This design comes from an exercise in tuning for small area and a short achievable clock period on the open sky130 flow, not from production work.
In this exercise RTL edits were held to simulation tests only and were not proved equivalent to the original.
Power and IR drop assume default switching activity.

--- run.sh ---
#!/bin/bash
# synth_recipe.tcl (not shown) runs the flow's synth.tcl, then flattens the netlist and writes it again
# the make line also repeats each setting of config.mk as NAME=value (left out here)
make -C /OpenROAD-flow-scripts/flow DESIGN_CONFIG=/design/flow/config.mk WORK_HOME=/design/flow/orfs CLKGATE_MAP_FILE= SYNTH_SCRIPT=/design/flow/synth_recipe.tcl finish
--- config.mk ---
export PLATFORM = sky130hd
export DESIGN_NAME = cam_dma_top
export DESIGN_NICKNAME = cam_dma_top
export VERILOG_FILES = /design/flow/design.v
export SDC_FILE = /design/flow/constraint.sdc
export NUM_CORES = 4
export LEC_CHECK = 0
export CAP_MARGIN = 20
export CORE_MARGIN = 2
export CORE_UTILIZATION = 40
export SLEW_MARGIN = 20
--- constraint.sdc ---
create_clock -name core_clock -period 5.5 [get_ports {mipi_pclk}]
set_input_delay 1.1000 -clock core_clock [delete_from_list [all_inputs] [get_ports {mipi_pclk}]]
set_output_delay 1.1000 -clock core_clock [all_outputs]
set_load 0.01 [all_outputs]
--- design.v ---
package cam_dma_pkg;
   typedef struct packed {
      logic [8-1:0] b;
      logic [8-1:0] g;
      logic [8-1:0] r;
   } rgb_pix_t;
   typedef logic [2*3*8-1:0] rgb_pair_t;
   typedef struct packed {
      logic [64/2-3*8-1:0] pad1;
      rgb_pix_t                              pix1;
      logic [64/2-3*8-1:0] pad0;
      rgb_pix_t                              pix0;
   } dma_word_t;
endpackage
module cam_capture_ctrl (
   input  logic mipi_pclk,
   input  logic rst_n,
   input  logic cam_vsync,
   input  logic trigger_capture_frame,
   input  logic continuous_capture_frame,
   input  logic rgb_gray,
   input  logic fifo_wr,
   output logic capture_frame,
   output logic gray_mode,
   output logic frame_start
);
   logic trig_r1;
   logic trig_r2;
   logic trig_r3;
   logic trig_hold;
   logic cont_r1;
   logic cont_r2;
   logic cont_hold;
   logic gray_r1;
   logic vsync_r;
   assign frame_start = vsync_r && !cam_vsync;
   always_ff @(posedge mipi_pclk) begin
      if (!rst_n) begin
         trig_r1   <= 1'b0;
         trig_r2   <= 1'b0;
         trig_r3   <= 1'b0;
         trig_hold <= 1'b0;
         cont_r1   <= 1'b0;
         cont_r2   <= 1'b0;
         cont_hold <= 1'b0;
         gray_r1   <= 1'b0;
         gray_mode <= 1'b0;
         vsync_r   <= 1'b0;
      end else begin
         trig_r1   <= trigger_capture_frame;
         trig_r2   <= trig_r1;
         trig_r3   <= trig_r2;
         if (trig_r2 && !trig_r3) begin
            trig_hold <= 1'b1;
         end else if (fifo_wr) begin
            trig_hold <= 1'b0;
         end
         cont_r1   <= continuous_capture_frame;
         cont_r2   <= cont_r1;
         if (cont_r2) begin
            cont_hold <= 1'b1;
         end
         gray_r1   <= rgb_gray;
         gray_mode <= gray_r1;
         vsync_r   <= cam_vsync;
      end
   end
   always_ff @(posedge mipi_pclk) begin
      if (!rst_n) begin
         capture_frame <= 1'b0;
      end else if (frame_start) begin
         if (trig_hold || cont_hold) begin
            capture_frame <= 1'b1;
         end else begin
            capture_frame <= 1'b0;
         end
      end
   end
endmodule
module pixel_pack (
   input  logic                  mipi_pclk,
   input  logic                  rst_n,
   input  logic                  pix_valid,
   input  cam_dma_pkg::rgb_pair_t pix_data,
   input  logic                  capture_frame,
   input  logic                  gray_mode,
   output logic                  wr_en,
   output cam_dma_pkg::rgb_pair_t wdata
);
   cam_dma_pkg::rgb_pair_t gray_pair;
   function automatic logic [8-1:0] gray_of(input cam_dma_pkg::rgb_pix_t p);
      logic [2*8-1:0] acc;
      acc = 77 * p.r + 150 * p.g + 29 * p.b;
      gray_of = acc[2*8-1:8];
   endfunction
   logic [8-1:0] gray0;
   logic [8-1:0] gray1;
   assign gray0     = gray_of(pix_data[3*8-1:0]);
   assign gray1     = gray_of(pix_data[6*8-1:3*8]);
   assign gray_pair = {gray1, gray1, gray1, gray0, gray0, gray0};
   always_ff @(posedge mipi_pclk) begin
      if (!rst_n) begin
         wr_en <= 1'b0;
      end else begin
         wr_en <= pix_valid && capture_frame;
      end
   end
   always_ff @(posedge mipi_pclk) begin
      if (pix_valid) begin
         wdata <= gray_mode ? gray_pair : pix_data;
      end
   end
endmodule
module cam_dma_fifo #(
   parameter int DEPTH = 64
) (
   input  logic                   mipi_pclk,
   input  logic                   rst_n,
   input  logic                   wr_en,
   input  cam_dma_pkg::rgb_pair_t wdata,
   input  logic                   rd_en,
   output cam_dma_pkg::rgb_pair_t rdata,
   output logic                   empty,
   output logic                   full,
   output logic                   rd_valid,
   output logic                   overflow,
   output logic                   underflow
);
   localparam int AW = $clog2(DEPTH);
   cam_dma_pkg::rgb_pair_t mem [0:DEPTH-1];
   logic [AW:0]            wr_ptr;
   logic [AW:0]            rd_ptr;
   logic                   do_wr;
   logic                   do_rd;
   assign empty = (wr_ptr == rd_ptr);
   assign full  = (wr_ptr[AW] != rd_ptr[AW]) && (wr_ptr[AW-1:0] == rd_ptr[AW-1:0]);
   assign do_wr = wr_en && !full;
   assign do_rd = rd_en && !empty;
   assign rdata    = mem[rd_ptr[AW-1:0]];
   assign rd_valid = do_rd;
   always_ff @(posedge mipi_pclk) begin
      if (do_wr) begin
         mem[wr_ptr[AW-1:0]] <= wdata;
      end
   end
   always_ff @(posedge mipi_pclk) begin
      if (!rst_n) begin
         wr_ptr    <= '0;
         rd_ptr    <= '0;
         overflow  <= 1'b0;
         underflow <= 1'b0;
      end else begin
         if (do_wr) begin
            wr_ptr <= wr_ptr + 1'b1;
         end
         if (do_rd) begin
            rd_ptr <= rd_ptr + 1'b1;
         end
         overflow  <= wr_en && full;
         underflow <= rd_en && empty;
      end
   end
endmodule
module cam_dma_writer #(
   parameter int TRANSFER_LEN = 1920
) (
   input  logic                   mipi_pclk,
   input  logic                   rst_n,
   input  logic                   cam_dma_init_done,
   input  logic                   cam_dma_wready,
   input  logic                   fifo_empty,
   input  cam_dma_pkg::rgb_pair_t fifo_rdata,
   output logic                   fifo_rd,
   output logic                   dma_write,
   output logic                   cam_dma_wvalid,
   output logic                   cam_dma_wlast,
   output cam_dma_pkg::dma_word_t cam_dma_wdata
);
   localparam int CW = (TRANSFER_LEN > 1) ? $clog2(TRANSFER_LEN) : 1;
   logic          init_r1;
   logic          init_r2;
   logic          init_r3;
   logic [CW-1:0] beat_cnt;
   logic          at_last;
   assign at_last = (beat_cnt == CW'(TRANSFER_LEN - 1));
   assign fifo_rd        = dma_write && cam_dma_wready && !fifo_empty;
   assign cam_dma_wvalid = fifo_rd;
   assign cam_dma_wlast  = cam_dma_wvalid && at_last;
   always_comb begin
      cam_dma_wdata      = '0;
      cam_dma_wdata.pix1 = fifo_rdata[6*8-1:3*8];
      cam_dma_wdata.pix0 = fifo_rdata[3*8-1:0];
   end
   always_ff @(posedge mipi_pclk) begin
      if (!rst_n) begin
         init_r1   <= 1'b0;
         init_r2   <= 1'b0;
         init_r3   <= 1'b0;
         dma_write <= 1'b0;
         beat_cnt  <= '0;
      end else begin
         init_r1 <= cam_dma_init_done;
         init_r2 <= init_r1;
         init_r3 <= init_r2;
         if (init_r2 && !init_r3) begin
            dma_write <= 1'b1;
         end else if (cam_dma_wlast) begin
            dma_write <= 1'b0;
         end
         if (cam_dma_wlast) begin
            beat_cnt <= '0;
         end else if (cam_dma_wvalid) begin
            beat_cnt <= beat_cnt + 1'b1;
         end
      end
   end
endmodule
module cam_stats #(
   parameter int CLK_RATE = 100000000
) (
   input  logic        mipi_pclk,
   input  logic        rst_n,
   input  logic        fifo_overflow,
   input  logic        fifo_underflow,
   input  logic        fifo_wr,
   input  logic        dma_beat,
   input  logic        frame_start,
   input  logic        fifo_empty,
   input  logic        dma_write,
   input  logic        cam_dma_wready,
   output logic        debug_fifo_overflow,
   output logic        debug_fifo_underflow,
   output logic [31:0] debug_fifo_wcount,
   output logic [31:0] debug_fifo_rcount,
   output logic [2:0]  debug_dma_status,
   output logic [31:0] frames_per_second
);
   logic [31:0] timer_cnt;
   logic [31:0] frame_cnt;
   logic        period_end;
   assign period_end       = (timer_cnt == 32'(CLK_RATE));
   assign debug_dma_status = {fifo_empty, dma_write, cam_dma_wready};
   always_ff @(posedge mipi_pclk) begin
      if (!rst_n) begin
         debug_fifo_overflow  <= 1'b0;
         debug_fifo_underflow <= 1'b0;
         debug_fifo_wcount    <= '0;
         debug_fifo_rcount    <= '0;
      end else begin
         if (fifo_overflow) begin
            debug_fifo_overflow <= 1'b1;
         end
         if (fifo_underflow) begin
            debug_fifo_underflow <= 1'b1;
         end
         if (fifo_wr) begin
            debug_fifo_wcount <= debug_fifo_wcount + 1'b1;
         end
         if (dma_beat) begin
            debug_fifo_rcount <= debug_fifo_rcount + 1'b1;
         end
      end
   end
   always_ff @(posedge mipi_pclk) begin
      if (!rst_n) begin
         timer_cnt         <= '0;
         frame_cnt         <= '0;
         frames_per_second <= '0;
      end else if (period_end) begin
         timer_cnt         <= '0;
         frames_per_second <= frame_cnt + frame_start;
         frame_cnt         <= '0;
      end else begin
         timer_cnt <= timer_cnt + 1'b1;
         if (frame_start) begin
            frame_cnt <= frame_cnt + 1'b1;
         end
      end
   end
endmodule
module cam_dma_top #(
   parameter int TRANSFER_LEN = 1920,
   parameter int CLK_RATE     = 999
) (
   input  logic                   mipi_pclk,
   input  logic                   rst_n,
   input  logic                   cam_vsync,
   input  logic                   pix_valid,
   input  cam_dma_pkg::rgb_pair_t pix_data,
   input  logic                   trigger_capture_frame,
   input  logic                   continuous_capture_frame,
   input  logic                   rgb_gray,
   input  logic                   cam_dma_init_done,
   input  logic                   cam_dma_wready,
   output logic                   cam_dma_wvalid,
   output logic                   cam_dma_wlast,
   output cam_dma_pkg::dma_word_t cam_dma_wdata,
   output logic                   debug_fifo_overflow,
   output logic                   debug_fifo_underflow,
   output logic [31:0]            debug_fifo_wcount,
   output logic [31:0]            debug_fifo_rcount,
   output logic [2:0]             debug_dma_status,
   output logic [31:0]            frames_per_second
);
   logic                   capture_frame;
   logic                   gray_mode;
   logic                   frame_start;
   logic                   fifo_wr;
   cam_dma_pkg::rgb_pair_t fifo_wdata;
   logic                   fifo_rd;
   cam_dma_pkg::rgb_pair_t fifo_rdata;
   logic                   fifo_empty;
   logic                   fifo_overflow;
   logic                   fifo_underflow;
   logic                   dma_write;
   cam_capture_ctrl cam_capture_ctrl_inst (
      .mipi_pclk                (mipi_pclk),
      .rst_n                    (rst_n),
      .cam_vsync                (cam_vsync),
      .trigger_capture_frame    (trigger_capture_frame),
      .continuous_capture_frame (continuous_capture_frame),
      .rgb_gray                 (rgb_gray),
      .fifo_wr                  (fifo_wr),
      .capture_frame            (capture_frame),
      .gray_mode                (gray_mode),
      .frame_start              (frame_start)
   );
   pixel_pack pixel_pack_inst (
      .mipi_pclk     (mipi_pclk),
      .rst_n         (rst_n),
      .pix_valid     (pix_valid),
      .pix_data      (pix_data),
      .capture_frame (capture_frame),
      .gray_mode     (gray_mode),
      .wr_en         (fifo_wr),
      .wdata         (fifo_wdata)
   );
   cam_dma_fifo cam_dma_fifo_inst (
      .mipi_pclk (mipi_pclk),
      .rst_n     (rst_n),
      .wr_en     (fifo_wr),
      .wdata     (fifo_wdata),
      .rd_en     (fifo_rd),
      .rdata     (fifo_rdata),
      .empty     (fifo_empty),
      .full      (),
      .rd_valid  (),
      .overflow  (fifo_overflow),
      .underflow (fifo_underflow)
   );
   cam_dma_writer #(
      .TRANSFER_LEN (TRANSFER_LEN)
   ) cam_dma_writer_inst (
      .mipi_pclk         (mipi_pclk),
      .rst_n             (rst_n),
      .cam_dma_init_done (cam_dma_init_done),
      .cam_dma_wready    (cam_dma_wready),
      .fifo_empty        (fifo_empty),
      .fifo_rdata        (fifo_rdata),
      .fifo_rd           (fifo_rd),
      .dma_write         (dma_write),
      .cam_dma_wvalid    (cam_dma_wvalid),
      .cam_dma_wlast     (cam_dma_wlast),
      .cam_dma_wdata     (cam_dma_wdata)
   );
   cam_stats #(
      .CLK_RATE (CLK_RATE)
   ) cam_stats_inst (
      .mipi_pclk            (mipi_pclk),
      .rst_n                (rst_n),
      .fifo_overflow        (fifo_overflow),
      .fifo_underflow       (fifo_underflow),
      .fifo_wr              (fifo_wr),
      .dma_beat             (cam_dma_wvalid),
      .frame_start          (frame_start),
      .fifo_empty           (fifo_empty),
      .dma_write            (dma_write),
      .cam_dma_wready       (cam_dma_wready),
      .debug_fifo_overflow  (debug_fifo_overflow),
      .debug_fifo_underflow (debug_fifo_underflow),
      .debug_fifo_wcount    (debug_fifo_wcount),
      .debug_fifo_rcount    (debug_fifo_rcount),
      .debug_dma_status     (debug_dma_status),
      .frames_per_second    (frames_per_second)
   );
endmodule
==> notes.md, run 1 <==
* Total power at 64000 uW
* Logic gate share of total power at 0.178
* Worst Path Max Fanout at 46
* Layout area overhead at 17.7%
* Cell-internal power at roughly 48000 uW
* FMAX at about 0.18 GHz
* Dpl ws at -1120 ps
* GR Overflow Total at 0
* Maximum VDD drop at between 0.5 and 0.6 mV
* Syn. warnings at 5
* WL per Instance at between 30 and 40 um
* Pins Over Slew Limit at 0
* TritonRoute pass-1 iters at 6
* Die Wd at about 580 um
* Synthesized cell area at between 100000 and 150000 um^2
* DR vias/cell at around 5.7
* Fin worst setup slack at 54.9 ps
* GP Congestion at 0.802
* Pleak at 0.0501 uW
* Pwr per Cell Area at around 400 nW/um^2
* DIE HEIGHT at around 580 um
* CTS Root Cell: clkbuf_16
* Avg Cell Area, Syn at between 20 and 25 um^2
* Synthesized flop and latch total at 3331
* Worst EP arrival at around 4400 ps
* Final setup viols at 0
* Htree depth at 5
* Max transition margin at 0.225
* Vias in the first global route at around 70000
* Core area at about 340000 um^2
* Hold Buf Count CTS at 0
* Max clock buf depth at 4
* Clk pin slew, worst setup/hold paths at about 60 ps
* Worst Skew at about 53 ps
* Post-route ant nets at 0
* Share of cells above drive strength 1 at 0.295
* Min-delay src: cam_dma_writer_inst.init_r3
* Worst R2R End: cam_dma_fifo_inst.mem[17][46]
* Final period util at 0.990
* Clk sink count at 3331
* Initial antenna violation count at 7
* Fin nets at around 7700
* Yosys cell types at between 60 and 70
* Post-DP HPWL at between 200000 and 250000 um
* Post-synth EDFFs at between 3000 and 4000
* Reg2Reg Depth at 8
* Worst hold path type: register to register
* Number of core rows at ~210
* WHS Endpoint: cam_dma_writer_inst.dma_write
* Clk pwr share at 0.352
* Status: finished clean
* I/O Pins at roughly 220
* Min-Delay Path Depth at 1
* Clock period minus worst slack at 5450 ps
* Overall routing resource usage at 0.217
* Worst endpoint required time at between 4000 and 5000 ps
* TritonCTS clock tree: done
* Crit start category: register
* First-pass GRT wire length at 526000 um
* Most frequent cells in the layout: edfxtp_1, mux4_2, buf_4
* CP endpoint kind: output port
* Flop2flop setup slack at roughly 1400 ps
* Mapped Cells at 6511
* Hold Vio Cnt, Final at 0
* Crit path kind: register to output port
* Vias at about 70000
* Flop pwr share at 0.470
* Drc violations at 0
* Most used DFF post-synth: edfxtp_1
* Ys async rst share at 0
* Worst R2R Start: cam_dma_fifo_inst.wr_ptr[3]
* Area of the die at ~340000 um^2
* Worst-skew pair later-pin latency at between 800 and 900 ps
* Largest net degree at the start of global routing at just under 90
* Cts bufs inserted at around 330
* Initial core utilization at 0.401
* Slew @ Worst Pin at around 1200 ps
* Post-Route WL at around 370000 um
* P_sw at 16500 uW
* Seq/Total Area, Yosys at 0.725
* Commonest non-fill, non-tap cell in the layout: edfxtp_1
* Initial DRC count at 8235
* Port Buf Inserts at 207
* Sw Share at 0.257
* Max-capacitance violation count at 0
[worst max path at each step]
stage / start / endpoint / slack, ps / depth (start not counted)
floorplan: pix_data[36] / pixel_pack_inst.wdata[31] / -110 / 19
global placement: pix_data[18] / pixel_pack_inst.wdata[5] / -1090 / 23
detailed placement: pix_data[19] / pixel_pack_inst.wdata[5] / -1120 / 22
CTS: register / cam_dma_wdata[19] / -0.1 / 7
global route: pix_data[45] / pixel_pack_inst.wdata[39] / -70 / 19
finish: register / cam_dma_wdata[36] / 50 / 6
[cell usage after synthesis (all sizes together) (7+ instances only)]
master,n,share of area
ha,235,0.022
nor3,38,0.0014
mux2i,35,0.0026
a21o,24,0.0013
o21a,11,0.00061
nand3,63,0.0023
edfxtp,3120,0.69
xor2,122,0.0079
o31ai,9,0.00050
buf,141,0.0053
dfxtp,211,0.031
nand2b,12,0.00056
and2,13,0.00060
a211oi,64,0.0036
a31oi,10,0.00046
clkbuf,176,0.0049
a2111oi,7,0.00045
nor2b,34,0.0016
nor2,299,0.0083
nor4,18,0.00093
or3,28,0.0013
a21oi,96,0.0036
fa,76,0.011
o21ai,69,0.0026
mux4,990,0.17
and4,21,0.0014
and3,29,0.0013
nand2,131,0.0036
inv,201,0.0056
o21bai,7,0.00039
nand4,52,0.0024
xnor2,92,0.0060
[repair_timing]
item | 4_1_cts | 5_1_grt
hold endpoints to repair | 0 | 0
cloned | 0 | 4
endpoints found under the setup margin | 58 | 48
pin swaps | 14 | 85
buffers inserted | 6 | 5
gates resized for setup | 33 | 118
[sequential cells by signal (all words and copies together), names as in the netlist, 11 cells and up, named ones only]
signal                            cells
cam_stats_inst.debug_fifo_wcount     32
cam_dma_fifo_inst.mem              3072
cam_stats_inst.debug_fifo_rcount     32
cam_stats_inst.timer_cnt             32
cam_stats_inst.frames_per_second     32
pixel_pack_inst.wdata                48
cam_dma_writer_inst.beat_cnt         11
cam_stats_inst.frame_cnt             32
[power groups by stage]
stage               registers, uW  logic [uW]  clock network [uW]
floorplan                   31700        5130                   0
global placement            30600       10000                   0
detailed placement          30600       10400                   0
CTS                         30100       10500               22900
global route                30100       12600               23800
finish                      30100       11400               22500
[worst max-delay path, cell delays in order (launching register included)]
cell and delay [ps]:
dfxtp_4 600, buf_12 350, buf_4 400, mux4_2 360, mux4_2 470, mux4_2 620, clkdlybuf4s50_1 530
[metrics by stage]
step / std cells / TNS, ps / utilization / instance area (um^2) / hold slack (ps)
after floorplan: 6527 / -840 / - / 135000 / 388
after global placement: 11460 / -37190 / 0.438 / 147000 / 392
after detailed placement: 11462 / -39040 / 0.438 / 147000 / 407
after CTS: 12071 / -0.136 / 0.470 / 158000 / 415
after global routing: 12081 / -298 / 0.472 / 159000 / 434
final: 12087 / 0 / 0.472 / 159000 / 416
[routing by layer]
| layer | vias up | GRT usage | wire length (um) |
|---|---|---|---|
| li1 | 28355 | - | - |
| met1 | 37310 | 0.288 | 147000 |
| met2 | 2797 | 0.375 | 191000 |
| met3 | 564 | 0.0313 | 26100 |
| met4 | 2 | 0.0584 | 11100 |
| met5 | - | 0 | 12 |
[cells by family (layout without fill, tap and decap cells)]
logic type | count (synthesis) | after routing | synth area share
adder cells (fa/ha/maj) | 311 | 311 | 0.0331
AND/OR/NAND/NOR | 765 | 765 | 0.0274
buffers and inverters | 518 | 1556 | 0.0158
AO/OA/AOI/OAI | 343 | 343 | 0.0165
flip-flops | 3331 | 3331 | 0.725
XOR/XNOR | 214 | 214 | 0.0139
multiplexers | 1028 | 1028 | 0.168
other | 1 | 24 | 0.0000278
[cell type report]
| cell class | count | area, um^2 |
|---|---|---|
| clock inverter | 206 | 1910 |
| tap | 4515 | 5650 |
| inverter | 201 | 757 |
| sequential | 3331 | 97900 |
| fill | 27714 | 177000 |
| multi-input combinational | 2678 | 36400 |
| timing repair buffer | 752 | 7390 |
| antenna | 7 | 17.5 |
| clock buffer | 397 | 8760 |
==> run 2, diff against run 1 <==
--- a/design.v
+++ b/design.v
@@ -89,2 +89,4 @@
 );
+   cam_dma_pkg::rgb_pair_t pix_r;
+   logic                   gray_r;
    cam_dma_pkg::rgb_pair_t gray_pair;
@@ -95,7 +97,2 @@
    endfunction
-   logic [8-1:0] gray0;
-   logic [8-1:0] gray1;
-   assign gray0     = gray_of(pix_data[3*8-1:0]);
-   assign gray1     = gray_of(pix_data[6*8-1:3*8]);
-   assign gray_pair = {gray1, gray1, gray1, gray0, gray0, gray0};
    always_ff @(posedge mipi_pclk) begin
@@ -109,5 +106,12 @@
       if (pix_valid) begin
-         wdata <= gray_mode ? gray_pair : pix_data;
+         pix_r  <= pix_data;
+         gray_r <= gray_mode;
       end
    end
+   logic [8-1:0] gray0;
+   logic [8-1:0] gray1;
+   assign gray0     = gray_of(pix_r[3*8-1:0]);
+   assign gray1     = gray_of(pix_r[6*8-1:3*8]);
+   assign gray_pair = {gray1, gray1, gray1, gray0, gray0, gray0};
+   assign wdata     = gray_r ? gray_pair : pix_r;
 endmodule
@@ -123,22 +127,38 @@
    output logic                   empty,
-   output logic                   full,
-   output logic                   rd_valid,
-   output logic                   overflow,
-   output logic                   underflow
+   output logic                   empty_nx,
+   output logic                   full
 );
    localparam int AW = $clog2(DEPTH);
-   cam_dma_pkg::rgb_pair_t mem [0:DEPTH-1];
-   logic [AW:0]            wr_ptr;
-   logic [AW:0]            rd_ptr;
-   logic                   do_wr;
-   logic                   do_rd;
-   assign empty = (wr_ptr == rd_ptr);
-   assign full  = (wr_ptr[AW] != rd_ptr[AW]) && (wr_ptr[AW-1:0] == rd_ptr[AW-1:0]);
+   localparam int SD = DEPTH - 1;
+   cam_dma_pkg::rgb_pair_t                  head;
+   logic [SD-1:0][2*3*8-1:0] sreg;
+   logic [DEPTH-1:0][2*3*8-1:0] spad;
+   logic [AW-1:0]                           rd_idx;    
+   logic                                    ge2;       
+   logic                                    cnt_one;   
+   logic                                    cnt_two;   
+   logic                                    cnt_top;   
+   logic                                    do_wr;
+   logic                                    do_rd;
    assign do_wr = wr_en && !full;
    assign do_rd = rd_en && !empty;
-   assign rdata    = mem[rd_ptr[AW-1:0]];
-   assign rd_valid = do_rd;
+   assign rdata = head;
+   assign spad = {sreg[SD-1], sreg};
    always_ff @(posedge mipi_pclk) begin
       if (do_wr) begin
-         mem[wr_ptr[AW-1:0]] <= wdata;
+         sreg <= {sreg[SD-2:0], wdata};
+      end
+   end
+   always_ff @(posedge mipi_pclk) begin
+      if (do_rd || empty) begin
+         head <= ge2 ? spad[rd_idx] : wdata;
+      end
+   end
+   always_comb begin
+      if (do_wr && !do_rd) begin
+         empty_nx = 1'b0;
+      end else if (!do_wr && do_rd) begin
+         empty_nx = cnt_one;
+      end else begin
+         empty_nx = empty;
       end
@@ -147,15 +167,26 @@
       if (!rst_n) begin
-         wr_ptr    <= '0;
-         rd_ptr    <= '0;
-         overflow  <= 1'b0;
-         underflow <= 1'b0;
+         rd_idx  <= AW'(-2);
+         empty   <= 1'b1;
+         cnt_one <= 1'b0;
+         cnt_two <= 1'b0;
+         ge2     <= 1'b0;
+         cnt_top <= 1'b0;
+         full    <= 1'b0;
       end else begin
-         if (do_wr) begin
-            wr_ptr <= wr_ptr + 1'b1;
-         end
-         if (do_rd) begin
-            rd_ptr <= rd_ptr + 1'b1;
+         empty <= empty_nx;
+         if (do_wr && !do_rd) begin
+            rd_idx  <= rd_idx + 1'b1;
+            cnt_one <= empty;
+            cnt_two <= cnt_one;
+            ge2     <= ge2 || cnt_one;
+            cnt_top <= (rd_idx == AW'(DEPTH - 4));
+            full    <= cnt_top;
+         end else if (!do_wr && do_rd) begin
+            rd_idx  <= rd_idx - 1'b1;
+            cnt_one <= cnt_two;
+            cnt_two <= (rd_idx == AW'(1));
+            ge2     <= ge2 && !cnt_two;
+            cnt_top <= full;
+            full    <= 1'b0;
          end
-         overflow  <= wr_en && full;
-         underflow <= rd_en && empty;
       end
@@ -170,3 +201,3 @@
    input  logic                   cam_dma_wready,
-   input  logic                   fifo_empty,
+   input  logic                   fifo_empty_nx,
    input  cam_dma_pkg::rgb_pair_t fifo_rdata,
@@ -183,7 +214,10 @@
    logic [CW-1:0] beat_cnt;
+   logic [CW-1:0] beat_nx;
    logic          at_last;
-   assign at_last = (beat_cnt == CW'(TRANSFER_LEN - 1));
-   assign fifo_rd        = dma_write && cam_dma_wready && !fifo_empty;
+   logic          dma_write_nx;
+   logic          can_send;       
+   logic          can_last;       
+   assign fifo_rd        = cam_dma_wready && can_send;
    assign cam_dma_wvalid = fifo_rd;
-   assign cam_dma_wlast  = cam_dma_wvalid && at_last;
+   assign cam_dma_wlast  = cam_dma_wready && can_last;
    always_comb begin
@@ -193,2 +227,18 @@
    end
+   always_comb begin
+      if (init_r2 && !init_r3) begin
+         dma_write_nx = 1'b1;
+      end else if (cam_dma_wlast) begin
+         dma_write_nx = 1'b0;
+      end else begin
+         dma_write_nx = dma_write;
+      end
+      if (cam_dma_wlast) begin
+         beat_nx = '0;
+      end else if (cam_dma_wvalid) begin
+         beat_nx = beat_cnt + 1'b1;
+      end else begin
+         beat_nx = beat_cnt;
+      end
+   end
    always_ff @(posedge mipi_pclk) begin
@@ -200,16 +250,14 @@
          beat_cnt  <= '0;
+         at_last   <= (TRANSFER_LEN == 1);
+         can_send  <= 1'b0;
+         can_last  <= 1'b0;
       end else begin
-         init_r1 <= cam_dma_init_done;
-         init_r2 <= init_r1;
-         init_r3 <= init_r2;
-         if (init_r2 && !init_r3) begin
-            dma_write <= 1'b1;
-         end else if (cam_dma_wlast) begin
-            dma_write <= 1'b0;
-         end
-         if (cam_dma_wlast) begin
-            beat_cnt <= '0;
-         end else if (cam_dma_wvalid) begin
-            beat_cnt <= beat_cnt + 1'b1;
-         end
+         init_r1   <= cam_dma_init_done;
+         init_r2   <= init_r1;
+         init_r3   <= init_r2;
+         dma_write <= dma_write_nx;
+         beat_cnt  <= beat_nx;
+         at_last   <= (beat_nx == CW'(TRANSFER_LEN - 1));
+         can_send  <= dma_write_nx && !fifo_empty_nx;
+         can_last  <= dma_write_nx && !fifo_empty_nx && (beat_nx == CW'(TRANSFER_LEN - 1));
       end
@@ -222,5 +270,4 @@
    input  logic        rst_n,
-   input  logic        fifo_overflow,
-   input  logic        fifo_underflow,
    input  logic        fifo_wr,
+   input  logic        fifo_full,
    input  logic        dma_beat,
@@ -237,20 +284,24 @@
 );
-   logic [31:0] timer_cnt;
-   logic [31:0] frame_cnt;
-   logic        period_end;
-   assign period_end       = (timer_cnt == 32'(CLK_RATE));
-   assign debug_dma_status = {fifo_empty, dma_write, cam_dma_wready};
+   localparam int TW = $clog2(CLK_RATE + 1);
+   localparam int FW = $clog2(CLK_RATE / 2 + 2);
+   logic [TW-1:0] timer_cnt;
+   logic [FW-1:0] frame_cnt;
+   logic [FW-1:0] fps;
+   logic          period_end;
+   logic          overflow_p;
+   assign period_end        = (timer_cnt == TW'(CLK_RATE));
+   assign debug_dma_status  = {fifo_empty, dma_write, cam_dma_wready};
+   assign debug_fifo_underflow = 1'b0;
+   assign frames_per_second = 32'(fps);
    always_ff @(posedge mipi_pclk) begin
       if (!rst_n) begin
-         debug_fifo_overflow  <= 1'b0;
-         debug_fifo_underflow <= 1'b0;
-         debug_fifo_wcount    <= '0;
-         debug_fifo_rcount    <= '0;
+         overflow_p          <= 1'b0;
+         debug_fifo_overflow <= 1'b0;
+         debug_fifo_wcount   <= '0;
+         debug_fifo_rcount   <= '0;
       end else begin
-         if (fifo_overflow) begin
+         overflow_p <= fifo_wr && fifo_full;
+         if (overflow_p) begin
             debug_fifo_overflow <= 1'b1;
          end
-         if (fifo_underflow) begin
-            debug_fifo_underflow <= 1'b1;
-         end
          if (fifo_wr) begin
@@ -265,9 +316,9 @@
       if (!rst_n) begin
-         timer_cnt         <= '0;
-         frame_cnt         <= '0;
-         frames_per_second <= '0;
+         timer_cnt <= '0;
+         frame_cnt <= '0;
+         fps       <= '0;
       end else if (period_end) begin
-         timer_cnt         <= '0;
-         frames_per_second <= frame_cnt + frame_start;
-         frame_cnt         <= '0;
+         timer_cnt <= '0;
+         fps       <= frame_cnt + frame_start;
+         frame_cnt <= '0;
       end else begin
@@ -312,4 +363,4 @@
    logic                   fifo_empty;
-   logic                   fifo_overflow;
-   logic                   fifo_underflow;
+   logic                   fifo_empty_nx;
+   logic                   fifo_full;
    logic                   dma_write;
@@ -345,6 +396,4 @@
       .empty     (fifo_empty),
-      .full      (),
-      .rd_valid  (),
-      .overflow  (fifo_overflow),
-      .underflow (fifo_underflow)
+      .empty_nx  (fifo_empty_nx),
+      .full      (fifo_full)
    );
@@ -357,3 +406,3 @@
       .cam_dma_wready    (cam_dma_wready),
-      .fifo_empty        (fifo_empty),
+      .fifo_empty_nx     (fifo_empty_nx),
       .fifo_rdata        (fifo_rdata),
@@ -370,5 +419,4 @@
       .rst_n                (rst_n),
-      .fifo_overflow        (fifo_overflow),
-      .fifo_underflow       (fifo_underflow),
       .fifo_wr              (fifo_wr),
+      .fifo_full            (fifo_full),
       .dma_beat             (cam_dma_wvalid),
==> run 2 against run 1 <==
Net effect:
- the layout now fails its checks (setup timing)
- clock skew rose by 28 ps
- wire length fell by 29%
- core utilization decreased by 0.79 points
- global-route usage decreased by 5.9 points
- register-to-register slack worse by 1400 ps
- sequential power is 6% lower
- die area decreased by 2.5%
- sequential share of layout area up 1.8 points
- final area down 4.3%
- flip-flop and latch count decreased by 75
- worst setup slack worse by 71 ps
==> notes.md, run 2 <==
* Status: finished with violations
* SO Faults: setup timing
* Post-Layout Cell Count at 11434 (-5.4%)
* Vias in the first global route at 64632 (-7.1%)
* Crit start category: register
* TritonRoute pass-1 iters at 7 (+1)
* Htree depth at 5 (unchanged)
* Syn. warnings at 5 (unchanged)
* Worst-skew pair later-pin latency at 930 ps (+40 ps)
* Slew @ Worst Pin at 1140 ps (-23.1 ps)
* Most instantiated library cell after synthesis: edfxtp_1
* CTS Root Cell: clkbuf_16
* Seq/Total Area, Yosys at 0.733 (+0.00725)
* Vias at 61798 (-10%)
* Die Wd at 578 um (-1.2%)
* Area of the die at 334000 um^2 (-2.5%)
* Pleak at 0.0475 uW (-5.1%)
* WL per Instance at 23.2 um (-25%)
* Core area at 327000 um^2 (-2.7%)
* Post-DP HPWL at 160000 um (-24%)
* Hold Buf Count CTS at 0 (unchanged)
* Pins Over Slew Limit at 0 (unchanged)
* Cts bufs inserted at 346 (+3.6%)
* Clk pin slew, worst setup/hold paths at 60 ps (about the same)
* Mapped Cells at 6294 (-3.3%)
* Layout fillers at 27140 (-2.1%)
* Initial DRC count at 5616 (-32%)
* Worst hold path type: register to register
* Commonest non-fill, non-tap cell in the layout: edfxtp_1
* Launch point of the worst path: pixel_pack_inst.pix_r[4]
* Max-capacitance violation count at 0 (unchanged)
* Final period util at 1.00 (+0.0129)
* Layout area overhead at 15.5%
* Area leader, netlist: edfxtp_1
* Max transition margin at 0.242 (+0.0172)
* Worst R2R End: cam_dma_fifo_inst.sreg[4]
* CP endpoint kind: register
* DR vias/cell at 5.40 (-5.4%)
* Ys async rst share at 0 (unchanged)
* Pwr per Cell Area at 449 nW/um^2 (+11%)
* Worst Skew at 81.8 ps (+28.3 ps)
* GP Congestion at 0.803 (+0.11%)
* Share of cells above drive strength 1 at 0.251 (-0.0448)
* Fin nets at 7175 (-6.4%)
* Post-Route WL at 265000 um (-29%)
* Post-synth EDFFs at 3121 (+0.032%)
* Unrepaired setup endpoints after global routing: true
* DIE HEIGHT at 578 um (-1.2%)
* Initial antenna violation count at 17 (+10)
* GR Overflow Total at 0 (unchanged)
* Top post-synthesis cells by area: edfxtp_1, mux4_2, ha_1
* Number of core rows at 210 (-1.4%)
* Max reg flops at 3024 (-1.6%)
* Post-route ant nets at 0 (unchanged)
* CP endpoint: cam_dma_fifo_inst.sreg[4]
* Worst Path Max Fanout at 4 (-91%)
* Clk sink count at 3256 (-2.3%)
* Synthesized cell area at 132000 um^2 (-2.5%)
* Yosys cell types at 67 (-2.9%)
* Most frequent cells in the layout: edfxtp_1, mux4_2, clkbuf_16
* Worst endpoint required time at 6180 ps (+1780 ps)
* Cells after DPL at 10788 (-5.9%)
* Overall routing resource usage at 0.158 (-0.0592)
* Fin worst setup slack at -16.3 ps (-71.2 ps)
* Synth top cells by count: edfxtp_1, mux4_2, ha_1
* Crit path kind: register to register
* Most used DFF post-synth: edfxtp_1
* Maximum VDD drop at 0.812 mV (+47%)
* Worst EP arrival at 6200 ps (+1850 ps)
* Flop2flop setup slack at -20 ps (-1410 ps)
* Synth top area share at 0.712 (+0.0180)
* Setup tns final at -16.3 ps (-16.3 ps)
* Clock period minus worst slack at 5520 ps (+71.2 ps)
* I/O Pins at 224 (unchanged)
* FMAX at 0.181 GHz (-1.3%)
* Avg Cell Area, Syn at 20.9 um^2 (+0.86%)
* Worst R2R Start: pixel_pack_inst.pix_r[4]
* TritonCTS clock tree: done
* Largest net degree at the start of global routing at 209 (+140%)
* Port Buf Inserts at 183 (-12%)
* Synthesized flop and latch total at 3256 (-2.3%)
* Initial core utilization at 0.402 (+0.000661)
* Max clock buf depth at 4 (unchanged)
* Drc violations at 0 (unchanged)
* Final setup viols at 1 (+1)
* Reg2Reg Depth at 21 (+13)
* First-pass GRT wire length at 409000 um (-22%)
* Hold Vio Cnt, Final at 0 (unchanged)
==> run 2: cells by family (layout without fill, tap and decap cells) <==
| kind of cell | Yosys count | count (layout) | synth area share |
|---|---|---|---|
| multiplexers | 1039 | 1039 | 0.164 |
| XOR/XNOR | 136 | 136 | 0.00927 |
| adder cells (fa/ha/maj) | 315 | 315 | 0.0343 |
| AO/OA/AOI/OAI | 433 | 433 | 0.0208 |
| flip-flops | 3256 | 3256 | 0.733 |
| buffers and inverters | 532 | 1276 | 0.0181 |
| AND/OR/NAND/NOR | 582 | 582 | 0.0209 |
| other | 1 | 51 | 0.0000285 |
==> run 2: repair_timing <==
action                                  4_1_cts  5_1_grt
endpoints found under the setup margin       59       71
gates resized for setup                      38      115
buffers inserted                              3       11
pin swaps                                    15       33
==> run 2: how the worst min path moves through the flow <==
stage | from | endpoint | cells past startpoint
2_1_floorplan | cam_capture_ctrl_inst.gray_mode | pixel_pack_inst.gray_r | 0
3_3_place_gp | cam_capture_ctrl_inst.gray_mode | pixel_pack_inst.gray_r | 0
3_5_place_dp | cam_capture_ctrl_inst.gray_mode | pixel_pack_inst.gray_r | 0
4_1_cts | cam_dma_fifo_inst.sreg[2536] | cam_dma_fifo_inst.sreg[2584] | 0
5_1_grt | cam_dma_fifo_inst.sreg[2536] | cam_dma_fifo_inst.sreg[2584] | 0
6_report | cam_dma_fifo_inst.sreg[2536] | cam_dma_fifo_inst.sreg[2584] | 0
==> run 2: layout make-up <==
class | count | area [um^2] | share of cell area
sequential | 3256 | 96400 | 0.634
antenna | 11 | 27.5 | 0.000181
clock buffer | 420 | 9070 | 0.0597
clock inverter | 202 | 2170 | 0.0143
timing repair buffer | 450 | 4460 | 0.0294
tap | 4346 | 5440 | 0.0358
inverter | 204 | 769 | 0.00506
multi-input combinational | 2545 | 33700 | 0.221
==> run 2: worst max-delay path: stages (launching register included) <==
cell,delay (ps)
edfxtp_1,450
ha_1,310
ha_1,300
inv_2,40
fa_1,480
fa_1,550
inv_2,50
ha_4,210
o21a_1,120
o41ai_2,300
buf_4,180
xor2_2,70
fa_1,500
inv_2,50
ha_4,150
buf_6,110
or3_4,380
o221ai_4,90
a21oi_4,110
or3_4,430
and2_4,160
mux2_4,250
==> run 2: metal layers <==
layer / share of wire / track usage
met1: 0.45 / 0.229
met2: 0.48 / 0.247
met3: 0.051 / 0.0262
met4: 0.026 / 0.0470
met5: 0.000087 / 0
==> run 2: where the power goes <==
group	leakage [uW]	switching [uW]	internal [uW]
clock network	0.00545	9850	13300
registers	0.0271	443	27900
logic	0.0149	8700	7960
==> run 2: stage by stage <==
step	setup WS [ps]	utilization	total power (uW)	hold WS (ps)	cell area [um^2]
floorplan	-41620	-	36700	386	132000
global placement	-103	0.427	42400	396	140000
detailed placement	-264	0.427	42600	395	140000
CTS	-53.4	0.462	66500	409	151000
global route	-188	0.464	71400	420	152000
finish	-16.3	0.464	68200	412	152000
==> run 3, diff against run 2 <==
--- a/design.v
+++ b/design.v
@@ -89,8 +89,267 @@
 );
-   cam_dma_pkg::rgb_pair_t pix_r;
+   logic [CS_W-1:0]        pix_r0;
+   logic [CS_W-1:0]        pix_r1;
    logic                   gray_r;
    cam_dma_pkg::rgb_pair_t gray_pair;
-   function automatic logic [8-1:0] gray_of(input cam_dma_pkg::rgb_pix_t p);
+   localparam int CS_W = 42;
+   function automatic logic [CS_W-1:0] luma_cs(input logic [7:0] r, input logic [7:0] g, input logic [7:0] b);
+      logic f0s;
+      logic f1s;
+      logic f2s;
+      logic f3s;
+      logic f4s;
+      logic f5s;
+      logic f6s;
+      logic f7s;
+      logic f8s;
+      logic f9s;
+      logic f10s;
+      logic f11s;
+      logic f12s;
+      logic f13s;
+      logic f14s;
+      logic f15s;
+      logic f16s;
+      logic f17s;
+      logic f18s;
+      logic f19s;
+      logic f20s;
+      logic f21s;
+      logic f22s;
+      logic f23s;
+      logic f24s;
+      logic f25s;
+      logic f26s;
+      logic f27s;
+      logic f28s;
+      logic f29s;
+      logic f30s;
+      logic f31s;
+      logic f32s;
+      logic f33s;
+      logic f34s;
+      logic f35s;
+      logic f36s;
+      logic f37s;
+      logic f38s;
+      logic f39s;
+      logic f40s;
+      logic f41s;
+      logic f42s;
+      logic f43s;
+      logic f44s;
+      logic f45s;
+      logic f46s;
+      logic f47s;
+      logic f48s;
+      logic f49s;
+      logic f50s;
+      logic f51s;
+      logic f52s;
+      logic f53s;
+      logic f0c;
+      logic f1c;
+      logic f2c;
+      logic f3c;
+      logic f4c;
+      logic f5c;
+      logic f6c;
+      logic f7c;
+      logic f8c;
+      logic f9c;
+      logic f10c;
+      logic f11c;
+      logic f12c;
+      logic f13c;
+      logic f14c;
+      logic f15c;
+      logic f16c;
+      logic f17c;
+      logic f18c;
+      logic f19c;
+      logic f20c;
+      logic f21c;
+      logic f22c;
+      logic f23c;
+      logic f24c;
+      logic f25c;
+      logic f26c;
+      logic f27c;
+      logic f28c;
+      logic f29c;
+      logic f30c;
+      logic f31c;
+      logic f32c;
+      logic f33c;
+      logic f34c;
+      logic f35c;
+      logic f36c;
+      logic f37c;
+      logic f38c;
+      logic f39c;
+      logic f40c;
+      logic f41c;
+      logic f42c;
+      logic f43c;
+      logic f44c;
+      logic f45c;
+      logic f46c;
+      logic f47c;
+      logic f48c;
+      logic f49c;
+      logic f50c;
+      logic f51c;
+      logic f52c;
+      logic f53c;
+      logic h0s;
+      logic h1s;
+      logic h2s;
+      logic h3s;
+      logic h4s;
+      logic h5s;
+      logic h0c;
+      logic h1c;
+      logic h2c;
+      logic h3c;
+      logic h4c;
+      logic h5c;
+      h0s = b[0] ^ b[1];
+      h0c = b[0] & b[1];
+      f0s = b[1] ^ b[2] ^ b[3];
+      f0c = (b[1] & b[2]) | (b[1] & b[3]) | (b[2] & b[3]);
+      f1s = b[2] ^ b[3] ^ b[4];
+      f1c = (b[2] & b[3]) | (b[2] & b[4]) | (b[3] & b[4]);
+      h1s = b[6] ^ g[2];
+      h1c = b[6] & g[2];
+      f2s = b[3] ^ b[4] ^ b[5];
+      f2c = (b[3] & b[4]) | (b[3] & b[5]) | (b[4] & b[5]);
+      f3s = b[7] ^ g[0] ^ g[3];
+      f3c = (b[7] & g[0]) | (b[7] & g[3]) | (g[0] & g[3]);
+      h2s = g[5] ^ g[6];
+      h2c = g[5] & g[6];
+      f4s = b[4] ^ b[5] ^ b[6];
+      f4c = (b[4] & b[5]) | (b[4] & b[6]) | (b[5] & b[6]);
+      f5s = g[1] ^ g[4] ^ g[6];
+      f5c = (g[1] & g[4]) | (g[1] & g[6]) | (g[4] & g[6]);
+      f6s = b[5] ^ b[6] ^ b[7];
+      f6c = (b[5] & b[6]) | (b[5] & b[7]) | (b[6] & b[7]);
+      f7s = b[0] ^ b[1] ^ b[3];
+      f7c = (b[0] & b[1]) | (b[0] & b[3]) | (b[1] & b[3]);
+      f8s = b[2] ^ b[4] ^ g[0];
+      f8c = (b[2] & b[4]) | (b[2] & g[0]) | (b[4] & g[0]);
+      f9s = g[2] ^ g[3] ^ r[1];
+      f9c = (g[2] & g[3]) | (g[2] & r[1]) | (g[3] & r[1]);
+      f10s = b[5] ^ g[1] ^ g[3];
+      f10c = (b[5] & g[1]) | (b[5] & g[3]) | (g[1] & g[3]);
+      f11s = g[4] ^ r[2] ^ r[3];
+      f11c = (g[4] & r[2]) | (g[4] & r[3]) | (r[2] & r[3]);
+      h3s = r[5] ^ h0c;
+      h3c = r[5] & h0c;
+      f12s = g[4] ^ g[5] ^ r[0];
+      f12c = (g[4] & g[5]) | (g[4] & r[0]) | (g[5] & r[0]);
+      f13s = r[3] ^ r[4] ^ r[6];
+      f13c = (r[3] & r[4]) | (r[3] & r[6]) | (r[4] & r[6]);
+      f14s = h1s ^ f0c ^ f1s;
+      f14c = (h1s & f0c) | (h1s & f1s) | (f0c & f1s);
+      f15s = r[1] ^ r[4] ^ r[5];
+      f15c = (r[1] & r[4]) | (r[1] & r[5]) | (r[4] & r[5]);
+      f16s = r[7] ^ h1c ^ h2s;
+      f16c = (r[7] & h1c) | (r[7] & h2s) | (h1c & h2s);
+      f17s = f1c ^ f2s ^ f3s;
+      f17c = (f1c & f2s) | (f1c & f3s) | (f2s & f3s);
+      f18s = g[7] ^ r[2] ^ r[5];
+      f18c = (g[7] & r[2]) | (g[7] & r[5]) | (r[2] & r[5]);
+      f19s = r[6] ^ h2c ^ f2c;
+      f19c = (r[6] & h2c) | (r[6] & f2c) | (h2c & f2c);
+      f20s = f3c ^ f4s ^ f5s;
+      f20c = (f3c & f4s) | (f3c & f5s) | (f4s & f5s);
+      f21s = g[2] ^ g[5] ^ g[7];
+      f21c = (g[2] & g[5]) | (g[2] & g[7]) | (g[5] & g[7]);
+      f22s = r[3] ^ r[6] ^ r[7];
+      f22c = (r[3] & r[6]) | (r[3] & r[7]) | (r[6] & r[7]);
+      f23s = f4c ^ f5c ^ f6s;
+      f23c = (f4c & f5c) | (f4c & f6s) | (f5c & f6s);
+      f24s = b[6] ^ b[7] ^ g[3];
+      f24c = (b[6] & b[7]) | (b[6] & g[3]) | (b[7] & g[3]);
+      f25s = g[6] ^ r[4] ^ r[7];
+      f25c = (g[6] & r[4]) | (g[6] & r[7]) | (r[4] & r[7]);
+      f26s = b[0] ^ b[2] ^ g[0];
+      f26c = (b[0] & b[2]) | (b[0] & g[0]) | (b[2] & g[0]);
+      f27s = g[1] ^ g[2] ^ r[0];
+      f27c = (g[1] & g[2]) | (g[1] & r[0]) | (g[2] & r[0]);
+      h4s = r[1] ^ r[3];
+      h4c = r[1] & r[3];
+      f28s = r[2] ^ r[4] ^ h0s;
+      f28c = (r[2] & r[4]) | (r[2] & h0s) | (r[4] & h0s);
+      f29s = f7c ^ f8s ^ f9s;
+      f29c = (f7c & f8s) | (f7c & f9s) | (f8s & f9s);
+      f30s = f8c ^ f9c ^ f0s;
+      f30c = (f8c & f9c) | (f8c & f0s) | (f9c & f0s);
+      f31s = f10s ^ f11s ^ h3s;
+      f31c = (f10s & f11s) | (f10s & h3s) | (f11s & h3s);
+      f32s = f10c ^ f11c ^ f12s;
+      f32c = (f10c & f11c) | (f10c & f12s) | (f11c & f12s);
+      f33s = f13s ^ h3c ^ f14s;
+      f33c = (f13s & h3c) | (f13s & f14s) | (h3c & f14s);
+      f34s = f12c ^ f13c ^ f15s;
+      f34c = (f12c & f13c) | (f12c & f15s) | (f13c & f15s);
+      f35s = f16s ^ f14c ^ f17s;
+      f35c = (f16s & f14c) | (f16s & f17s) | (f14c & f17s);
+      f36s = f15c ^ f18s ^ f16c;
+      f36c = (f15c & f18s) | (f15c & f16c) | (f18s & f16c);
+      f37s = f17c ^ f19s ^ f20s;
+      f37c = (f17c & f19s) | (f17c & f20s) | (f19s & f20s);
+      f38s = f18c ^ f21s ^ f22s;
+      f38c = (f18c & f21s) | (f18c & f22s) | (f21s & f22s);
+      f39s = f19c ^ f20c ^ f23s;
+      f39c = (f19c & f20c) | (f19c & f23s) | (f20c & f23s);
+      f40s = f21c ^ f22c ^ f6c;
+      f40c = (f21c & f22c) | (f21c & f6c) | (f22c & f6c);
+      f41s = f24s ^ f25s ^ f23c;
+      f41c = (f24s & f25s) | (f24s & f23c) | (f25s & f23c);
+      f42s = b[7] ^ g[4] ^ g[7];
+      f42c = (b[7] & g[4]) | (b[7] & g[7]) | (g[4] & g[7]);
+      f43s = r[5] ^ f24c ^ f25c;
+      f43c = (r[5] & f24c) | (r[5] & f25c) | (f24c & f25c);
+      h5s = g[1] ^ r[0];
+      h5c = g[1] & r[0];
+      f44s = h4s ^ f26c ^ f27s;
+      f44c = (h4s & f26c) | (h4s & f27s) | (f26c & f27s);
+      f45s = h4c ^ f27c ^ f28s;
+      f45c = (h4c & f27c) | (h4c & f28s) | (f27c & f28s);
+      f46s = f28c ^ f29c ^ f30s;
+      f46c = (f28c & f29c) | (f28c & f30s) | (f29c & f30s);
+      f47s = f30c ^ f31c ^ f32s;
+      f47c = (f30c & f31c) | (f30c & f32s) | (f31c & f32s);
+      f48s = f32c ^ f34s ^ f33c;
+      f48c = (f32c & f34s) | (f32c & f33c) | (f34s & f33c);
+      f49s = f34c ^ f36s ^ f35c;
+      f49c = (f34c & f36s) | (f34c & f35c) | (f36s & f35c);
+      f50s = f38s ^ f36c ^ f37c;
+      f50c = (f38s & f36c) | (f38s & f37c) | (f36c & f37c);
+      f51s = f38c ^ f40s ^ f39c;
+      f51c = (f38c & f40s) | (f38c & f39c) | (f40s & f39c);
+      f52s = f42s ^ f40c ^ f43s;
+      f52c = (f42s & f40c) | (f42s & f43s) | (f40c & f43s);
+      f53s = g[5] ^ r[6] ^ f42c;
+      f53c = (g[5] & r[6]) | (g[5] & f42c) | (r[6] & f42c);
+      luma_cs = {f53c, f52c, f51c, f51s, f50s, f49s, f48s, f47s, f46s, f45s, f44s, f26s, r[1], r[7], f53s, f52s, f50c, f49c, f48c, f35s, f33s, f45c, f29s, f7s, h5s, g[0], r[0], g[7], g[6], f43c, f41c, f41s, f39s, f37s, f47c, f46c, f31s, f44c, h5c, r[2], b[1], b[0]};
+   endfunction
+   function automatic logic [15:0] cs_row_0(input logic [CS_W-1:0] cs);
+      cs_row_0 = {1'b0, cs[14], cs[13], cs[12], cs[11], cs[10], cs[9], cs[8], cs[7], cs[6], cs[5], cs[4], cs[3], cs[2], cs[1], cs[0]};
+   endfunction
+   function automatic logic [15:0] cs_row_1(input logic [CS_W-1:0] cs);
+      cs_row_1 = {1'b0, 1'b0, cs[28], cs[27], cs[26], cs[25], cs[24], cs[23], cs[22], cs[21], cs[20], cs[19], cs[18], cs[17], cs[16], cs[15]};
+   endfunction
+   function automatic logic [15:0] cs_row_2(input logic [CS_W-1:0] cs);
+      cs_row_2 = {1'b0, 1'b0, cs[41], cs[40], cs[39], cs[38], cs[37], cs[36], cs[35], cs[34], cs[33], cs[32], cs[31], cs[30], cs[29], 1'b0};
+   endfunction
+   function automatic logic [CS_W-1:0] pack_of(input cam_dma_pkg::rgb_pix_t p, input logic gray);
+      logic [CS_W-1:0] cs;
+      cs = luma_cs(p.r, p.g, p.b);
+      pack_of = gray ? cs : {cs[CS_W-1:3*8], p};
+   endfunction
+   function automatic logic [8-1:0] gray_of(input logic [CS_W-1:0] cs);
       logic [2*8-1:0] acc;
-      acc = 77 * p.r + 150 * p.g + 29 * p.b;
+      acc = cs_row_0(cs) + cs_row_1(cs) + cs_row_2(cs);
       gray_of = acc[2*8-1:8];
@@ -106,3 +365,4 @@
       if (pix_valid) begin
-         pix_r  <= pix_data;
+         pix_r0 <= pack_of(pix_data[3*8-1:0], gray_mode);
+         pix_r1 <= pack_of(pix_data[6*8-1:3*8], gray_mode);
          gray_r <= gray_mode;
@@ -112,6 +372,6 @@
    logic [8-1:0] gray1;
-   assign gray0     = gray_of(pix_r[3*8-1:0]);
-   assign gray1     = gray_of(pix_r[6*8-1:3*8]);
+   assign gray0     = gray_of(pix_r0);
+   assign gray1     = gray_of(pix_r1);
    assign gray_pair = {gray1, gray1, gray1, gray0, gray0, gray0};
-   assign wdata     = gray_r ? gray_pair : pix_r;
+   assign wdata     = gray_r ? gray_pair : {pix_r1[3*8-1:0], pix_r0[3*8-1:0]};
 endmodule
@@ -134,3 +394,2 @@
    logic [SD-1:0][2*3*8-1:0] sreg;
-   logic [DEPTH-1:0][2*3*8-1:0] spad;
    logic [AW-1:0]                           rd_idx;    
@@ -145,3 +404,11 @@
    assign rdata = head;
-   assign spad = {sreg[SD-1], sreg};
+   logic [SD-1:0]                           rd_sel;
+   cam_dma_pkg::rgb_pair_t                  rd_word;
+   always_comb begin
+      rd_word = '0;
+      for (int i = 0; i < SD; i++) begin
+         rd_sel[i] = (rd_idx == AW'(i));
+         rd_word   = rd_word | ({(2*3*8){rd_sel[i]}} & sreg[i]);
+      end
+   end
    always_ff @(posedge mipi_pclk) begin
@@ -153,3 +420,3 @@
       if (do_rd || empty) begin
-         head <= ge2 ? spad[rd_idx] : wdata;
+         head <= ge2 ? rd_word : wdata;
       end
--- a/config.mk
+++ b/config.mk
@@ -9,3 +9,4 @@
 export CORE_MARGIN = 2
-export CORE_UTILIZATION = 40
+export CORE_UTILIZATION = 60
+export SETUP_SLACK_MARGIN = 2.5
 export SLEW_MARGIN = 20
==> run 3 against run 2 <==
Net effect:
- fails the layout checks on antenna rules
- sequential share of layout area is 3.9 points higher
- die area is 37% lower
- synthesized cell count rose by 15%
- worst setup slack improved by 2400 ps
- sequential power hardly changed
- global-route usage up 25 points
- critical path type unchanged
- highest routed layer unchanged
==> notes.md, run 3 <==
* Number of core rows at 166 (-21%)
* Final setup viols at 0 (-1)
* Worst endpoint required time at 6160 ps (-20 ps)
* CP endpoint kind: register
* CTS Root Cell: clkbuf_16
* Fin nets at 8120 (+13%)
* Ordered list of cells on the worst path: fa_1 -> ha_1 -> a2111o_1 -> o2111ai_1 -> o211ai_1 -> xor2_2 -> a21oi_4 -> a22oi_1
* Clk pin slew, worst setup/hold paths at 70 ps (about the same)
* Max reg flops at 3024 (unchanged)
* Post-route ant nets at 1 (+1)
* Drc violations at 0 (unchanged)
* Area of the die at 210000 um^2 (-37%)
* Dpl ws at 1380 ps (+1650 ps)
* WL per Instance at 40.0 um (+73%)
* Slowest-stage cell, CP: fa_1
* Most used DFF post-synth: edfxtp_1
* Layout area overhead at 17.0%
* Post-Route WL at 434000 um (+64%)
* Max-capacitance violation count at 0 (unchanged)
* Crit path kind: register to register
* Ys async rst share at 0 (unchanged)
* Status: finished with violations
* Largest net degree at the start of global routing at 194 (-7.2%)
* Worst EP arrival at 3760 ps (-2440 ps)
* Clock period minus worst slack at 3100 ps (-2410 ps)
* Synth top cells by count: edfxtp_1, a22oi_1, nand2_1
* FMAX at 0.322 GHz (+78%)
* Initial antenna violation count at 31 (+14)
* Core Util, Final at 0.707 (+0.243)
* Top post-synthesis cells by area: edfxtp_1, a22oi_1, dfxtp_1
* Area leader, netlist: edfxtp_1
* Worst Path Max Fanout at 4 (unchanged)
* Crit start category: register
* Worst hold path type: register to register
* Cts bufs inserted at 339 (-2.0%)
* Slew @ Worst Pin at 1200 ps (+63.3 ps)
* Synthesized cell area at 124000 um^2 (-5.8%)
* Mapped Cells at 7231 (+15%)
* Pins Over Slew Limit at 0 (unchanged)
* Post-synth EDFFs at 3157 (+1.2%)
* Clk sink count at 3292 (+1.1%)
* Setup tns final at 0 ps (+16.3 ps)
* First-pass GRT wire length at 584000 um (+43%)
* I/O Pins at 224 (unchanged)
* Most instantiated library cell after synthesis: edfxtp_1
* DR vias/cell at 7.19 (+33%)
* Initial core utilization at 0.604 (+0.202)
* Share of cells above drive strength 1 at 0.152 (-0.0988)
* Seq/Total Area, Yosys at 0.787 (+0.0542)
* Avg Cell Area, Syn at 17.1 um^2 (-18%)
* Initial DRC count at 16890 (+200%)
* Flop2flop setup slack at 2400 ps (+2410 ps)
* Worst Skew at 63.9 ps (-17.9 ps)
* Commonest non-fill, non-tap cell in the layout: edfxtp_1
* TritonCTS clock tree: done
* Slowest stage delay, CP at 490 ps (-60 ps)
* Pleak at 0.0460 uW (-3.0%)
* GR Overflow Total at 0 (unchanged)
* Syn. warnings at 5 (unchanged)
* Vias at 77984 (+26%)
* Core area at 205000 um^2 (-37%)
* Post-Layout Cell Count at 10845 (-5.2%)
* Fin worst setup slack at 2400 ps (+2410 ps)
* Maximum VDD drop at 0.354 mV (-56%)
* Die Wd at 458 um (-21%)
* Pwr per Cell Area at 376 nW/um^2 (-16%)
* TritonRoute pass-1 iters at 9 (+2)
* Hold Buf Count CTS at 0 (unchanged)
* Cells after DPL at 9977 (-7.5%)
* Vias in the first global route at 73520 (+14%)
* Port Buf Inserts at 183 (unchanged)
* Yosys cell types at 63 (-6.0%)
* Most frequent cells in the layout: edfxtp_1, a22oi_1, nand2_1
* Synthesized flop and latch total at 3292 (+1.1%)
* Final period util at 0.564 (-0.438)
* Htree depth at 5 (unchanged)
* Overall routing resource usage at 0.405 (+0.247)
* Hold Vio Cnt, Final at 0 (unchanged)
* Max clock buf depth at 4 (unchanged)
* Post-DP HPWL at 255000 um (+59%)
* Max transition margin at 0.200 (-0.0422)
* SO Faults: antenna rules
* Worst-skew pair later-pin latency at 970 ps (+40 ps)
* GP Congestion at 0.913 (+14%)
* DIE HEIGHT at 458 um (-21%)
* Unrepaired setup endpoints after global routing: true
* Synth top area share at 0.765 (+0.0530)
[run 3: cell count changes in the layout (fill, tap and decap cells not counted), moves of 61 or more]
cell	before	now
nor2_1	153	84
a21oi_1	92	27
mux2i_1	131	8
mux4_2	893	0
nor2_4	2	63
nand2_1	168	489
clkdlybuf4s50_1	182	65
nand4_1	34	241
dlygate4sd2_1	0	80
a22oi_1	10	1408
ha_1	224	42
buf_4	212	327
buf_12	43	124
[run 3: logic make-up (layout without fill, tap and decap cells)]
kind of cell | count (synthesis) | in the layout | synth area share
AO/OA/AOI/OAI | 1714 | 1714 | 0.103
AND/OR/NAND/NOR | 1322 | 1322 | 0.0525
XOR/XNOR | 96 | 96 | 0.00679
multiplexers | 22 | 22 | 0.00192
buffers and inverters | 598 | 1462 | 0.0221
flip-flops | 3292 | 3292 | 0.787
adder cells (fa/ha/maj) | 186 | 186 | 0.0269
other | 1 | 63 | 0.0000303
[run 3: cell type report]
cell class | count | area [um^2]
Fill cell | 13171 | 60100
Tap cell | 2688 | 3360
Clock buffer | 425 | 9030
Antenna cell | 23 | 57.6
Sequential cell | 3292 | 97500
Timing Repair Buffer | 686 | 7510
Inverter | 178 | 679
Multi-Input combinational cell | 3380 | 25300
Clock inverter | 173 | 1480
[run 3: power breakdown]
group	leakage [uW]	switching [uW]	internal [uW]	total [uW]
Sequential	0.0274	413	27800	28200
Clock	0.00512	9710	12800	22500
Combinational	0.0135	2330	1420	3750
[run 3: routing by layer]
metal / GRT usage / wire [um]
met5: 0 / 181
met4: 0.175 / 22900
met3: 0.130 / 71400
met2: 0.577 / 188000
met1: 0.578 / 152000
[run 3: critical path, delay by kind of cell, from the launching register on]
family,cells,cell delay [ps]
compound gates,5,1370
fa+ha+maj,2,800
flops,1,420
xor+xnor,1,240
[run 3: through the flow]
stage	cell area (um^2)	hold slack, ps	power, uW
finish	145000	415	54500
global route	145000	416	55600
floorplan	124000	405	30800
CTS	143000	410	54200
global placement	131000	410	32000
detailed placement	131000	414	32000
[run 3: worst paths after layout]
kind / startpoint / end / cells after the start
min reg2reg: cam_dma_fifo_inst.sreg[2371] / cam_dma_fifo_inst.sreg[2419] / 0
max reg2reg: pixel_pack_inst.pix_r1[5] / cam_dma_fifo_inst.head[44] / 8
max: pixel_pack_inst.pix_r1[5] / cam_dma_fifo_inst.head[44] / 8
min: cam_dma_fifo_inst.sreg[2371] / cam_dma_fifo_inst.sreg[2419] / 0
[run 3: timing repair]
item	4_1_cts	5_1_grt
pin swaps	70	70
cloned	1	10
resized for setup	277	170
setup endpoints to repair	388	99
setup buffers	169	65
==> run 4, diff against run 3 <==
--- a/design.v
+++ b/design.v
@@ -394,3 +394,4 @@
    logic [SD-1:0][2*3*8-1:0] sreg;
-   logic [AW-1:0]                           rd_idx;    
+   logic [DEPTH-1:0]                        rd_sel;    
+   cam_dma_pkg::rgb_pair_t                  rd_word;
    logic                                    ge2;       
@@ -404,11 +405,2 @@
    assign rdata = head;
-   logic [SD-1:0]                           rd_sel;
-   cam_dma_pkg::rgb_pair_t                  rd_word;
-   always_comb begin
-      rd_word = '0;
-      for (int i = 0; i < SD; i++) begin
-         rd_sel[i] = (rd_idx == AW'(i));
-         rd_word   = rd_word | ({(2*3*8){rd_sel[i]}} & sreg[i]);
-      end
-   end
    always_ff @(posedge mipi_pclk) begin
@@ -418,2 +410,8 @@
    end
+   always_comb begin
+      rd_word = '0;
+      for (int i = 0; i < SD; i++) begin
+         rd_word = rd_word | ({(2*3*8){rd_sel[i]}} & sreg[i]);
+      end
+   end
    always_ff @(posedge mipi_pclk) begin
@@ -434,3 +432,3 @@
       if (!rst_n) begin
-         rd_idx  <= AW'(-2);
+         rd_sel  <= DEPTH'(1) << (DEPTH - 2);
          empty   <= 1'b1;
@@ -444,3 +442,3 @@
          if (do_wr && !do_rd) begin
-            rd_idx  <= rd_idx + 1'b1;
+            rd_sel  <= {rd_sel[DEPTH-2:0], rd_sel[DEPTH-1]};
             cnt_one <= empty;
@@ -448,8 +446,8 @@
             ge2     <= ge2 || cnt_one;
-            cnt_top <= (rd_idx == AW'(DEPTH - 4));
+            cnt_top <= rd_sel[DEPTH-4];
             full    <= cnt_top;
          end else if (!do_wr && do_rd) begin
-            rd_idx  <= rd_idx - 1'b1;
+            rd_sel  <= {rd_sel[0], rd_sel[DEPTH-1:1]};
             cnt_one <= cnt_two;
-            cnt_two <= (rd_idx == AW'(1));
+            cnt_two <= rd_sel[1];
             ge2     <= ge2 && !cnt_two;
==> run 4 against run 3 <==
Net effect:
- the run now finishes clean
- largest cell class unchanged
- die area is 1.3% higher
- critical path depth fell by 2
- combinational power up 25%
- clock power increased by 3%
- wire length decreased by 0.77%
==> notes.md, run 4 <==
* Cells after DPL at 9896 (-0.81%)
* Max clock buf depth at 4 (unchanged)
* Vias at 77557 (-0.55%)
* Post-route ant nets at 0 (-1)
* Drc violations at 0 (unchanged)
* Worst hold path type: register to register
* Max-capacitance violation count at 0 (unchanged)
* Clk pin slew, worst setup/hold paths at 60 ps (about the same)
* Synthesized flop and latch total at 3350 (+1.8%)
* CTS Root Cell: clkbuf_16
* Top post-synthesis cells by area: edfxtp_1, a22oi_1, dfxtp_1
* Most instantiated library cell after synthesis: edfxtp_1
* Seq/Total Area, Yosys at 0.786 (-0.000883)
* Pwr per Cell Area at 394 nW/um^2 (+4.7%)
* GRT busiest layer: met2
* Fin worst setup slack at 2440 ps (+49.5 ps)
* Htree depth at 5 (unchanged)
* FMAX at 0.327 GHz (+1.6%)
* Max reg flops at 3024 (unchanged)
* GR Overflow Total at 0 (unchanged)
* Layout area overhead at 14.6%
* Max transition margin at 0.180 (-0.0195)
* Fin nets at 7765 (-4.4%)
* Yosys cell types at 69 (+9.5%)
* Port Buf Inserts at 183 (unchanged)
* Post-synth EDFFs at 3157 (unchanged)
* Setup tns final at 0 ps (unchanged)
* Clock period minus worst slack at 3060 ps (-49.5 ps)
* Synthesized cell area at 126000 um^2 (+1.3%)
* Final hold slack at 421 ps (+6.15 ps)
* Post-Route WL at 431000 um (-0.77%)
* Unrepaired setup endpoints after global routing: true
* Commonest non-fill, non-tap cell in the layout: edfxtp_1
* Status: finished clean
* First-pass GRT wire length at 578000 um (-0.94%)
* Slowest stage delay, CP at 680 ps (+190 ps)
* Initial core utilization at 0.605 (about the same)
* Slew @ Worst Pin at 1220 ps (+22.5 ps)
* TritonRoute pass-1 iters at 6 (-3)
* Most used DFF post-synth: edfxtp_1
* Clk sink count at 3350 (+1.8%)
* Post-DP HPWL at 247000 um (-3.0%)
* Initial DRC count at 15238 (-9.8%)
* Worst endpoint required time at 6140 ps (-20 ps)
* Avg Cell Area, Syn at 17.6 um^2 (+2.6%)
* Slowest-stage cell, CP: nor4_4
* Die Wd at 461 um (+0.64%)
* Share of cells above drive strength 1 at 0.127 (-0.0251)
==> run 4: changes by cell type after synthesis, sizes merged, moves of 25 or more <==
cell    previous run  this run
nand2            496       249
a22oi           1446      1229
clkbuf           118       272
buf              302       168
a221oi            10       136
nand4            241       366
a22o              11       129
nor2             148        85
nor3              86        23
mux2i              8        70
dfxtp            135       193
o211a             25        77
nand3             95        70
==> run 4: kinds of logic after synthesis <==
kind of cell,synth area share
DFF,0.786
AOI/OAI and AO/OA,0.108
muxes,0.00818
other,0.0000299
xor gates and xnor gates,0.00614
adders and majority gates,0.0261
buffers and inverters,0.0196
and+or+nand+nor,0.0456
==> run 4: metal layers <==
| metal | up-vias | share of wire |
|---|---|---|
| met3 | 1235 | 0.15 |
| met2 | 6609 | 0.44 |
| met1 | 39680 | 0.36 |
| met4 | 26 | 0.050 |
| met5 | - | 0.00089 |
| li1 | 30007 | - |
==> run 4: stage by stage <==
stage           util  area (um^2)
3_5_place_dp   0.632       131000
2_1_floorplan      -       126000
6_report       0.693       144000
5_1_grt        0.693       144000
4_1_cts        0.688       143000
3_3_place_gp   0.632       131000
==> run 4: layout make-up <==
class                   count  area, um^2
flip-flops and latches   3350       98900
fillers                 13622       63700
multi-input cells        3220       25300
clock buffers             410        9060
repair buffers            444        4480
well taps                2788        3490
clock inverters           193        1810
inverters                 168         643
diodes                     16        40.0
repair inverters            1        5.00
==> run 4: worst max-delay path: cells and delay by family (launching register included) <==
kind                   cells  cell delay (ps)
buffers and inverters      1              360
DFF                        1              630
AOI/OAI and AO/OA          1              230
and+or+nand+nor            4             1490
==> run 4: path summary, 6_finish.rpt <==
kind | startpoint | to | slack, ps | cells after the start
setup / recovery | cam_dma_fifo_inst.rd_sel[40] | cam_dma_fifo_inst.head[20] | 2440 | 6
hold / removal | cam_dma_fifo_inst.sreg[1650] | cam_dma_fifo_inst.sreg[1698] | 420 | 0
setup reg to reg | cam_dma_fifo_inst.rd_sel[40] | cam_dma_fifo_inst.head[20] | 2440 | 6
hold reg to reg | cam_dma_fifo_inst.sreg[1650] | cam_dma_fifo_inst.sreg[1698] | 420 | 0
==> run 4: timing repair <==
action,in CTS,in global routing
gates resized for setup,208,90
hold buffers,0,0
pin swaps,9,27
cloned,1,6
endpoints found under the setup margin,2310,1496
buffers inserted,37,31
==> run 4: power by group <==
part / switching (uW) / internal [uW] / leakage, uW
clock: 9840 / 13400 / 0.00533
combinational: 2880 / 1800 / 0.0111
sequential: 479 / 28200 / 0.0280

## afterwards: timing with drivers on the ports
Ports are ideal in the flow. The routed layouts listed here were re-timed in OpenROAD.
Step 1 assumes that a clkbuf_16 drives the clock port and a buf_2 every other input.
Step 2, shift: input delay + t, output delay - t, t = (earliest + latest rising clock arrival at the registers) / 2. This alone moves slack from input paths to output paths.
Slacks: no drivers / after step 1 / after step 2; pairs: no drivers / after step 1.
run	t, ns	setup slack, ns
run 1	0.975	0.055 / -0.056 / -0.814
run 2	0.967	-0.016 / -0.016 / -0.016
run 3	1.040	2.395 / 2.395 / 1.574
run 4	1.050	2.445 / 2.445 / 1.631
With both steps, setup timing fails in run 1, where it was met with ideal ports.
